Background: an optimization exercise with open tools, aiming at small area, a short achievable clock period and few clock cycles per item. Do not read the settings as production practice. At most, simulation tests tie the RTL to the original design; equivalence was not proved. No activity file was given, so power comes from the tool's default toggle rates.

Setup of run 1:
// fir_decimator_top
module fir_decimator_top
(
	input wire logic clk,
	input wire logic resetn,
	input wire logic in_valid,
	input wire fir_pkg::sample_t data_in,
	input wire logic out_credit,
	output logic in_credit,
	output logic out_valid,
	output fir_pkg::sample_t data_out
);
clock: 6.5 ns
lec_check: 0
abc_area: 1
cap_margin: 20
core_margin: 2
core_utilization: 40
setup_slack_margin: 4.27
slew_margin: 20
run.sh (not shown) runs the stock make flow with config.mk's settings and CLKGATE_MAP_FILE= SYNTH_SCRIPT=/design/flow/synth_recipe.tcl, a recipe that flattens the netlist after the stock synthesis.
Run 1 went all the way through synthesis, placement and routing and the layout is clean on timing, DRC and antenna.
Testbench counts of run 1, summed over its fixed seeds: cycles 12,024, results 2,400.
Edits applied to the flow inputs when going from run 1 to run 2:
- ABC_AREA: 1 -> unset
- SETUP_SLACK_MARGIN: 4.27 -> 4.32
### Flow results
Run 1 reports its classification of the worst setup path as reg2out while run 2 reports reg2reg. Relative to run 1, transition time of the tightest slew-check pin increased by 0.49 ns in run 2. [compare] base=run 1 new=run 2: met2 track demand over resource neither gained nor lost much, number of standard-cell rows in the floorplan lost 1.9%. Changes observed in run 2 relative to run 1: detailed placer's ending HPWL now sits lower; cell-internal power lost 27%; adder and majority cell fraction of the synthesized area now larger; complex-gate fraction of the synthesized area now smaller. The lower critical path required time of run 1 and run 2 is in run 1. Looking only at combinational power, and setting everything else aside, the lower value of run 1 and run 2 goes to run 2. Comparing run 1 and run 2, the higher via count was measured on run 1. Compared run 2 vs run 1, and share of final-layout standard cells stronger than drive strength 1 is up in run 2.
[inputs] run 3 vs run 2
- a change of SETUP_SLACK_MARGIN from 4.32 to 4.27
- an added ABC_AREA of 1
- an added TNS_END_PERCENT of 10
Findings:
- Run 3 ended with more area after synthesis than run 2.
- Per the comparison of run 3 with run 2, via total after detailed routing grew by 10%; final-layout non-clock buffer area share shrank by 1.9 points.
- Where finished layout cell area is concerned, run 2 is outperformed by run 3.
- Looking only at cell leakage power, and setting everything else aside, the higher value of run 2 and run 3 goes to run 2.
- Run 2 → run 3: final setup violation count roughly the same, routed wire length higher, global-route wire length before repair higher.
- Hold slack sits lower in run 3 than in run 2.
- Power consumed by the clock network for run 3 is lower than for run 2.
- The run showing the smaller layout overhead on the synthesized area is run 3.
[inputs] run 4 vs run 3
- TNS_END_PERCENT no longer set, was 10
- SETUP_SLACK_MARGIN now 4.1, was 4.27
Results
Between run 3 and run 4, sequential fraction of total cell area is lower for run 3, run 4 comes in above that. Taking run 3 as the reference, in run 4 critical path depth saw a decrease, final area saw a decrease, final cycle utilization of the critical path saw an increase, core utilization saw a decrease, pin slew with the least headroom to its limit saw a decrease. In run 4 the setup slack of the critical path after layout turned out 0.096 ns lower than in run 3. In run 4 the maximum achievable frequency turned out 4.0% lower than in run 3. When run 4 is measured against run 3, its signed area change from the synthesized netlist to the final layout turns out 1.4 points lower.

* * *

## before
fir_decimator_top, a different RTL version from the one above (not shown whole).
Size in the first run: roughly 700 cells after synthesis, roughly 16 I/O pins, ~0.0082 mm2 of cells after synthesis.
Design fir_decimator_top, start of the top module:
module fir_decimator_top
(
	input wire logic clk,
	input wire logic resetn,
	input wire logic in_valid,
	input wire fir_pkg::sample_t data_in,
	input wire logic out_credit,
	output logic in_credit,
	output logic out_valid,
	output fir_pkg::sample_t data_out
);
clock: 6.5 ns
lec_check: 0
cap_margin: 20
core_margin: 2
core_utilization: 55
setup_slack_margin: 4.25
slew_margin: 20
The inputs of after differ from those of before as listed below.
- swapping 55 for 40 in CORE_UTILIZATION
Notes after the runs:
Row non-clock buffer count: after lower / before higher
The flow did not stop early for after: all stages ran, and the layout cleared the timing, DRC and antenna checks.
Having completed the whole flow, before delivered a layout that passed the timing, DRC and antenna checks.
Summary — effective utilization at floorplan, after relative to before: lower, by 16 points.
Global router's overall resource usage was higher in before than in after.
Compared with before, in after cell area power density shows an increase of about 1.4%; largest stage delay on the critical path -190 ps; met2 track demand over resource saw a decrease; internal power summed over all cells now larger.
No run of this note included a check of the RTL's function; only the layout flow was run.

* * *

== job 101 ==
fir_decimator_top, a different RTL version from the one above (not shown whole).
For scale: roughly 730 cells after synthesis, about 160 flip-flops, about 16 I/O pins, roughly 8700 um^2 of cells after synthesis.
export LEC_CHECK = 0
export CAP_MARGIN = 20
export CORE_MARGIN = 2
export CORE_UTILIZATION = 40
export SETUP_SLACK_MARGIN = 4.05
export SLEW_MARGIN = 20
create_clock -name core_clock -period 6.5 [get_ports {clk}]
Job 101 finished every step from synthesis to the final layout, and the layout passed the timing, DRC and antenna checks.
[inputs] job 102 vs job 101
# job 101
export LEC_CHECK = 0
export CAP_MARGIN = 20
export CORE_MARGIN = 2
export CORE_UTILIZATION = 40
export SETUP_SLACK_MARGIN = 4.05
export SLEW_MARGIN = 20
create_clock -name core_clock -period 6.5 [get_ports {clk}]
# job 102
export LEC_CHECK = 0
export CAP_MARGIN = 20
export CORE_MARGIN = 2
export CORE_UTILIZATION = 40
export SETUP_SLACK_MARGIN = 4.25
export SLEW_MARGIN = 20
create_clock -name core_clock -period 6.5 [get_ports {clk}]
Notes after the runs:
In the final design statistics, job 102 uses more standard cells in total than job 101.
Against job 101, minimum clock period after layout in job 102 came out better.
On job 102: combinational share of power is 2.8 points higher than what job 101 gave.
Wire length on met3 on job 102 is up relative to job 101.
Routed wire length deteriorates in job 102 relative to job 101.
Job 102 and job 101 ended up with roughly the same detailed-placement wirelength estimate.
Diff job 101..job 102 | fraction of synthesized area in multiplexers | unchanged
Compared with job 101, job 102 has extra setup slack.
Compared with job 101, in job 102 total routed wire length on the met1 layer now sits higher, clock power now sits lower.
No run of this note included a check of the RTL's function; only the layout flow was run.

* * *

fir_decimator_top, a different RTL version from the one above (not shown whole).
Size in the first run: ~680 cells after synthesis, about 150 flip-flops, about 8100 µm² of cells after synthesis.
clock: 6.5 ns
lec_check: 0
cap_margin: 20
core_margin: 2
core_utilization: 40
cts_buf_list: sky130_fd_sc_hd__clkbuf_8
setup_slack_margin: 4.25
slew_margin: 20
The starting point produced a clean layout.
Next try:
--- a/flow/config.mk
+++ b/flow/config.mk
@@ -10,4 +10,3 @@
 export CORE_UTILIZATION = 40
-export CTS_BUF_LIST = sky130_fd_sc_hd__clkbuf_8
-export SETUP_SLACK_MARGIN = 4.25
+export SETUP_SLACK_MARGIN = 4.32
 export SLEW_MARGIN = 20
=> Power grows by about 13%. Worst hold slack degrades by 7.7 ps. Critical path depth stays the same. Register-to-register slack degrades by 20 ps. Synthesized area stays the same. Cell area grows by 0.96%. Sequential cell count does not change. Wire length shrinks by 0.36%.
Next try:
--- a/flow/config.mk
+++ b/flow/config.mk
@@ -10,3 +10,5 @@
 export CORE_UTILIZATION = 40
-export SETUP_SLACK_MARGIN = 4.32
+export CTS_CLUSTER_DIAMETER = 60
+export CTS_CLUSTER_SIZE = 30
+export SETUP_SLACK_MARGIN = 4.35
 export SLEW_MARGIN = 20
- routed wire length decreases slightly
- sequential power hardly moves
- die area stays the same
- setup slack is better by 13 ps
- global-route usage decreases by 0.47 points
- count of clock-buffer cells in the layout decreases by 1
- cell area increases slightly
- final cell count increases slightly
- first-iteration DRC count decreases by roughly a tenth
- synthesized area is unchanged
- clock skew increases by 4.4 ps
Next try:
--- a/flow/config.mk
+++ b/flow/config.mk
@@ -10,5 +10,4 @@
 export CORE_UTILIZATION = 40
-export CTS_CLUSTER_DIAMETER = 60
-export CTS_CLUSTER_SIZE = 30
-export SETUP_SLACK_MARGIN = 4.35
+export CTS_BUF_LIST = sky130_fd_sc_hd__clkbuf_4 sky130_fd_sc_hd__clkbuf_8
+export SETUP_SLACK_MARGIN = 4.25
 export SLEW_MARGIN = 20
After rerunning: Synthesized cell count does not change; non-clock buffer count went up by 7; core utilization went down by 0.71 points; total power went down by 12%; fmax went down by 2.0%; critical path depth stays the same.
Function was not checked in any run of this note: the RTL went through the layout flow alone.

* * *

Setup of v46:
RTL: one of the versions met above, not the one the previous note started from.
Size in the first run: about 850 cells after synthesis, roughly 16 I/O pins, roughly 8200 um^2 of cells after synthesis.
Settings: LEC_CHECK=0, ABC_AREA=1, CAP_MARGIN=20, CORE_MARGIN=2, CORE_UTILIZATION=40, SETUP_SLACK_MARGIN=4.32, SLEW_MARGIN=20; clock period 6.5 ns.
Testbench counts of v46, summed over its fixed seeds: cycles 12,024, results 2,400.
The following lists how v18 was set up differently from v46:
Settings: changing SETUP_SLACK_MARGIN from 4.32 to 4.3.
## What came out
Compared with v46, final weighted congestion in routability-driven placement in v18 increased by a few percent.
Diff v18..v46 | critical path depth | negligible
Compared to v46, v18 leaves more free space in the core.
There was hardly any difference in filler-free cell count of the finished design between v18 and v46.
Looking at v18 and v46, the post-route clock period utilization is a wash.
v18 vs. v46: global-route usage went up, first-pass iteration count of the detailed router stayed essentially flat, power spent charging and discharging nets went up 0.56%.
Going from v46 to v18, number of logic inverters in the finished layout shrinks by 1.
Taking v18 over v46, the maximum number of pins on one net before global-route repair ratio works out to 1.19.
Modified inputs, v51 compared to v18
Settings: a change of SETUP_SLACK_MARGIN from 4.3 to 4.2.
### Flow results
- Compared with v18, in v51 total power consumption of the routed design held steady; power per cell area now sits higher.
- Status: combinational power parity (v18, v51)
- Diff v51..v18 | sequential cell area | negligible
- Per the comparison of v51 with v18, final wirelength dropped 2.1%, global-route met2 utilization dropped 0.89 points.
- Peak supply drop in v51 is 9.8% above v18.
- Timing startpoint of the critical path: res[3] -> v51, ov -> v18

* * *

fir_decimator_top, a different RTL version from the one above (not shown whole).
Size in the first run: roughly 690 cells after synthesis, roughly 16 I/O pins.
clock: 6.5 ns
lec_check: 0
cap_margin: 20
core_margin: 2
core_utilization: 40
place_density: 0.75
setup_slack_margin: 4.27
slew_margin: 20
The starting point produced a clean layout.
Testbench counts at the start, summed over its fixed seeds: cycles 12,024, results 2,400.
Then changed:
--- a/flow/config.mk
+++ b/flow/config.mk
@@ -11,2 +11 @@
-export PLACE_DENSITY = 0.75
-export SETUP_SLACK_MARGIN = 4.27
+export SETUP_SLACK_MARGIN = 4.29
The changed run passed the timing, DRC and antenna checks.
Power went down by a few percent.
Worst setup slack is better by 0.023 ns.
Clock power went down by a little under a tenth.
Then changed:
--- a/flow/config.mk
+++ b/flow/config.mk
@@ -8 +8 @@
-export CAP_MARGIN = 20
+export CAP_MARGIN = 5
@@ -11,2 +11,2 @@
-export SETUP_SLACK_MARGIN = 4.29
-export SLEW_MARGIN = 20
+export SETUP_SLACK_MARGIN = 4.27
+export SLEW_MARGIN = 5
The changed run went through all stages and came out clean.
Cell area is higher by 0.69%.
Via count climbs by 0.76%.
Combinational power goes up by 6.7%.
Area after synthesis is unchanged.
Total power rose by 6.1%.
Wire length went up by 1.2%.
Worst setup slack degrades by 0.026 ns.
Hold slack improves by 0.0035 ns.
First-iteration DRC count came out higher by 30%.
Die area stays the same.
Global-route usage goes down by 0.16 points.
Then changed:
--- a/flow/config.mk
+++ b/flow/config.mk
@@ -8 +8 @@
-export CAP_MARGIN = 5
+export CAP_MARGIN = 20
@@ -12 +12 @@
-export SLEW_MARGIN = 5
+export SLEW_MARGIN = 20
After rerunning:
- clock-buffer cell count is unchanged
- fmax stays the same
- synthesized area stays the same
- non-clock buffer count stays the same
- routed wire length is unchanged
- worst setup slack does not change
- via count stays the same
- power is unchanged
Then changed:
--- a/flow/config.mk
+++ b/flow/config.mk
@@ -10,0 +11 @@
+export CTS_BUF_LIST = sky130_fd_sc_hd__clkbuf_8
Critical path depth decreases by 7.
Clock skew increases by 0.0064 ns.
Design area decreases by 0.53%.
Synthesized area stays the same.
Via count increases by 0.60%.
Then changed:
--- a/flow/config.mk
+++ b/flow/config.mk
@@ -7,0 +8 @@
+export ABC_AREA = 1
@@ -11 +11,0 @@
-export CTS_BUF_LIST = sky130_fd_sc_hd__clkbuf_8
Effect: Clock-buffer cell count is higher by 1; final area went up by 2.4%; hold slack degrades by 0.011 ns; die area is higher by 4.4%; area after synthesis went up by 4.5%; global-route usage came out lower by 0.79 points; critical path depth rises by 8; fmax went up by 0.58%; wire length decreases by 3.5%.

* * *

## job 7886
fir_decimator_top, a different RTL version from the one above (not shown whole).
Size in the first run: ~670 cells after synthesis, roughly 120 flip-flops, about 16 I/O pins, roughly 7300 um^2 of cells after synthesis.
clock: 6.5 ns
lec_check: 0
cap_margin: 20
core_margin: 2
core_utilization: 40
setup_slack_margin: 3.3
slew_margin: 20
Testbench counts of job 7886, summed over its fixed seeds: cycles 12,024, results 2,400.
The inputs of job 7541 differ from those of job 7886 as listed below.
# job 7886
export LEC_CHECK = 0
export CAP_MARGIN = 20
export CORE_MARGIN = 2
export CORE_UTILIZATION = 40
export SETUP_SLACK_MARGIN = 3.3
export SLEW_MARGIN = 20
create_clock -name core_clock -period 6.5 [get_ports {clk}]
# job 7541
export LEC_CHECK = 0
export CAP_MARGIN = 20
export CORE_MARGIN = 2
export CORE_UTILIZATION = 40
export SETUP_SLACK_MARGIN = 3.8
export SLEW_MARGIN = 20
create_clock -name core_clock -period 6.5 [get_ports {clk}]
Summary: with job 7886 as the reference, via count of the first global-routing pass in job 7541 moved up by a few percent.
Of the two values seen for worst-path cell with the longest stage delay, dfrtp_4 was produced by job 7541 and dfxtp_1 by job 7886.
The run with more setup slack is job 7541; job 7886 has less.
Compared with job 7886, the detailed router inserted more vias in job 7541.
Going from job 7886 to job 7541, final critical-path share of the clock period fell by 5.7 points, total power shows an increase of 7.2%, first-pass GRT wire length picked up an extra about 5%.
Cmp job 7541 and job 7886 / count of clock-net buffers in the final layout / higher: job 7541
Looking only at utilization, and setting everything else aside, the lower value of job 7541 and job 7886 goes to job 7886.
Going from job 7886 to job 7541, the area added between synthesis and finish was found to have gone up by 7.6 points.
#### Input delta (job 3056 over job 7541)
# job 7541
export LEC_CHECK = 0
export CAP_MARGIN = 20
export CORE_MARGIN = 2
export CORE_UTILIZATION = 40
export SETUP_SLACK_MARGIN = 3.8
export SLEW_MARGIN = 20
create_clock -name core_clock -period 6.5 [get_ports {clk}]
# job 3056
export LEC_CHECK = 0
export CAP_MARGIN = 20
export CORE_MARGIN = 2
export CORE_UTILIZATION = 40
export SLEW_MARGIN = 20
create_clock -name core_clock -period 6.5 [get_ports {clk}]
==> results.txt <==
Diff job 7541 -> job 3056: share of the synthesized netlist area taken by xor and xnor gates did not really move, core utilization went down. Job 3056 against job 7541: relative max-transition margin increased 2.1 points, via count decreased about 4.6%. For fmax, dividing the value from job 7541 by the value from job 3056 gives 1.4.

* * *

the reference run:
Another version of the RTL of fir_decimator_top (not shown whole).
Size: roughly 680 cells after synthesis, ~110 flip-flops, roughly 16 I/O pins.
Settings: LEC_CHECK=0, CAP_MARGIN=20, CORE_MARGIN=2, CORE_UTILIZATION=40, SETUP_SLACK_MARGIN=4.2, SLEW_MARGIN=20; clock period 6.5 ns.
The reference run | status: complete | timing, DRC, antenna: pass
Testbench counts of the reference run, summed over its fixed seeds: cycles 12,016, results 2,400.
What the trial run does differently from the reference run at the input level:
- SETUP_SLACK_MARGIN now 3.8, was 4.2
Notes after the runs:
Met2 layer wire length in the routed design delta for the trial run relative to the reference run: 1.2 mm lower
Of the trial run and the reference run, the higher maximum frequency belongs to the reference run.
NOTE: hold slack in the trial run exceeds that of the reference run
Sum of internal, switching and leakage power on the trial run is ahead of the reference run.
Clock period minus final worst setup slack came out higher on the trial run than on the reference run.
Summary of the trial run over the reference run: maximum resistive drop on vdd -0.025 mV; wire length of the first global-routing pass -about 6.6%.

* * *

fir_decimator_top with an RTL version that a note above also has.
Size: about 690 cells after synthesis, about 150 flip-flops, about 16 I/O pins, about 0.0075 mm² of cells after synthesis.
==> flow/design.v (excerpt) <==
module fir_decimator_top
(
	input wire logic clk,
	input wire logic resetn,
	input wire logic in_valid,
	input wire fir_pkg::sample_t data_in,
	input wire logic out_credit,
	output logic in_credit,
	output logic out_valid,
	output fir_pkg::sample_t data_out
);
clock: 6.5 ns
lec_check: 0
cap_margin: 20
core_margin: 2
core_utilization: 40
setup_slack_margin: 4.31
slew_margin: 20
Testbench counts at the start, summed over its fixed seeds: cycles 12,024, results 2,400.
==> next run, changes <==
Settings changed: ABC_AREA set to 1, SETUP_SLACK_MARGIN 4.31 to 4.3.
=> The new run completed without violations. Cell area grows by 1.1%. Die area grows by 4.4%. Via count grows by 6.6%. Synthesized area grows by 4.5%. Register-to-register slack is better by 0.05 ns. Global-route usage shrinks by 1.5 points. Setup slack is better by 0.052 ns.
==> next run, changes <==
Settings changed: ABC_AREA 1 to unset, SETUP_SLACK_MARGIN 4.3 to 4.23.
After rerunning:
- The new run finished with timing, DRC and antenna clean
- non-clock buffer count is higher by 7
- final cell count fell by 17%
- cell area is lower by 3.2%
- worst hold slack gains 0.010 ns
- power came out lower by 40%
- worst setup slack gets worse by 0.017 ns
- synthesized area shrinks by 4.4%
- clock-buffer cell count went down by 1
- global-route usage came out higher by 0.99 points

separate check: timing with driven ports:
How much do the figures lean on ideal ports? The routed layouts below were timed once more, with nothing changed but the port constraints. Step 1 assumes that a clkbuf_16 drives the clock port and a buf_2 every other input. Step 2 also shifts input and output timing later by t, the mid clock arrival at the registers, as if the neighbouring blocks saw the same clock. a / b / c = ideal ports / drivers / drivers and shift; a / b = the first two.
| run | t, ns | slack for setup (ns) | latest minus earliest clock arrival (ns) | worst slew at a driven data input, ns |
|---|---|---|---|---|
| run 1 | 0.470 | 4.298 / 4.255 / 3.916 | 0.010 / 0.010 | 0.03 |
| run 2 | 0.465 | 4.305 / 4.274 / 3.959 | 0.017 / 0.016 | 0.03 |
| run 3 | 0.461 | 4.229 / 4.207 / 3.885 | 0.010 / 0.011 | 0.03 |
| run 4 | 0.466 | 4.133 / 4.089 / 3.716 | 0.012 / 0.012 | 0.03 |
| before | 0.456 | 4.267 / 4.248 / 3.865 | 0.008 / 0.009 | 0.03 |
| after | 0.469 | 4.276 / 4.231 / 3.868 | 0.009 / 0.009 | 0.03 |
| job 101 | 0.464 | 4.098 / 4.085 / 3.659 | 0.009 / 0.010 | 0.05 |
| job 102 | 0.468 | 4.234 / 4.190 / 3.933 | 0.007 / 0.006 | 0.04 |
| the first run of note 4 | 0.495 | 4.209 / 4.172 / 3.860 | 0.016 / 0.016 | 0.03 |
| the second run of note 4 | 0.469 | 4.242 / 4.200 / 3.937 | 0.004 / 0.004 | 0.03 |
| the third run of note 4 | 0.468 | 4.255 / 4.213 / 3.977 | 0.009 / 0.009 | 0.03 |
| the fourth run of note 4 | 0.495 | 4.208 / 4.171 / 3.860 | 0.016 / 0.016 | 0.03 |
| v46 | 0.465 | 4.311 / 4.266 / 4.027 | 0.009 / 0.010 | 0.03 |
| v18 | 0.462 | 4.317 / 4.274 / 3.974 | 0.010 / 0.010 | 0.03 |
| v51 | 0.462 | 4.253 / 4.211 / 3.899 | 0.014 / 0.014 | 0.03 |
| the first run of note 6 | 0.471 | 4.297 / 4.268 / 3.888 | 0.009 / 0.010 | 0.03 |
| the second run of note 6 | 0.463 | 4.320 / 4.278 / 3.948 | 0.007 / 0.007 | 0.03 |
| the third run of note 6 | 0.462 | 4.294 / 4.274 / 3.895 | 0.008 / 0.008 | 0.03 |
| the fourth run of note 6 | 0.462 | 4.294 / 4.274 / 3.895 | 0.008 / 0.008 | 0.03 |
| the fifth run of note 6 | 0.490 | 4.272 / 4.234 / 3.842 | 0.016 / 0.016 | 0.03 |
| the sixth run of note 6 | 0.465 | 4.285 / 4.260 / 3.961 | 0.009 / 0.009 | 0.03 |
| job 7886 | 0.458 | 3.417 / 3.417 / 3.046 | 0.010 / 0.009 | 0.03 |
| job 7541 | 0.458 | 3.791 / 3.791 / 3.442 | 0.011 / 0.011 | 0.03 |
| job 3056 | 0.460 | 2.696 / 2.696 / 2.696 | 0.009 / 0.009 | 0.03 |
| the reference run | 0.400 | 3.791 / 3.791 / 3.791 | 0.010 / 0.010 | 0.03 |
| the trial run | 0.396 | 3.729 / 3.705 / 3.492 | 0.008 / 0.008 | 0.04 |
| the first run of note 9 | 0.471 | 4.226 / 4.226 / 3.922 | 0.010 / 0.010 | 0.03 |
| the second run of note 9 | 0.465 | 4.278 / 4.267 / 3.943 | 0.011 / 0.011 | 0.03 |
| the third run of note 9 | 0.465 | 4.262 / 4.255 / 3.880 | 0.009 / 0.009 | 0.03 |
After both steps every run listed still meets setup and hold. The setup slack of job 101, which loses most, moves by -0.013 ns with the drivers and by -0.439 ns with both steps.
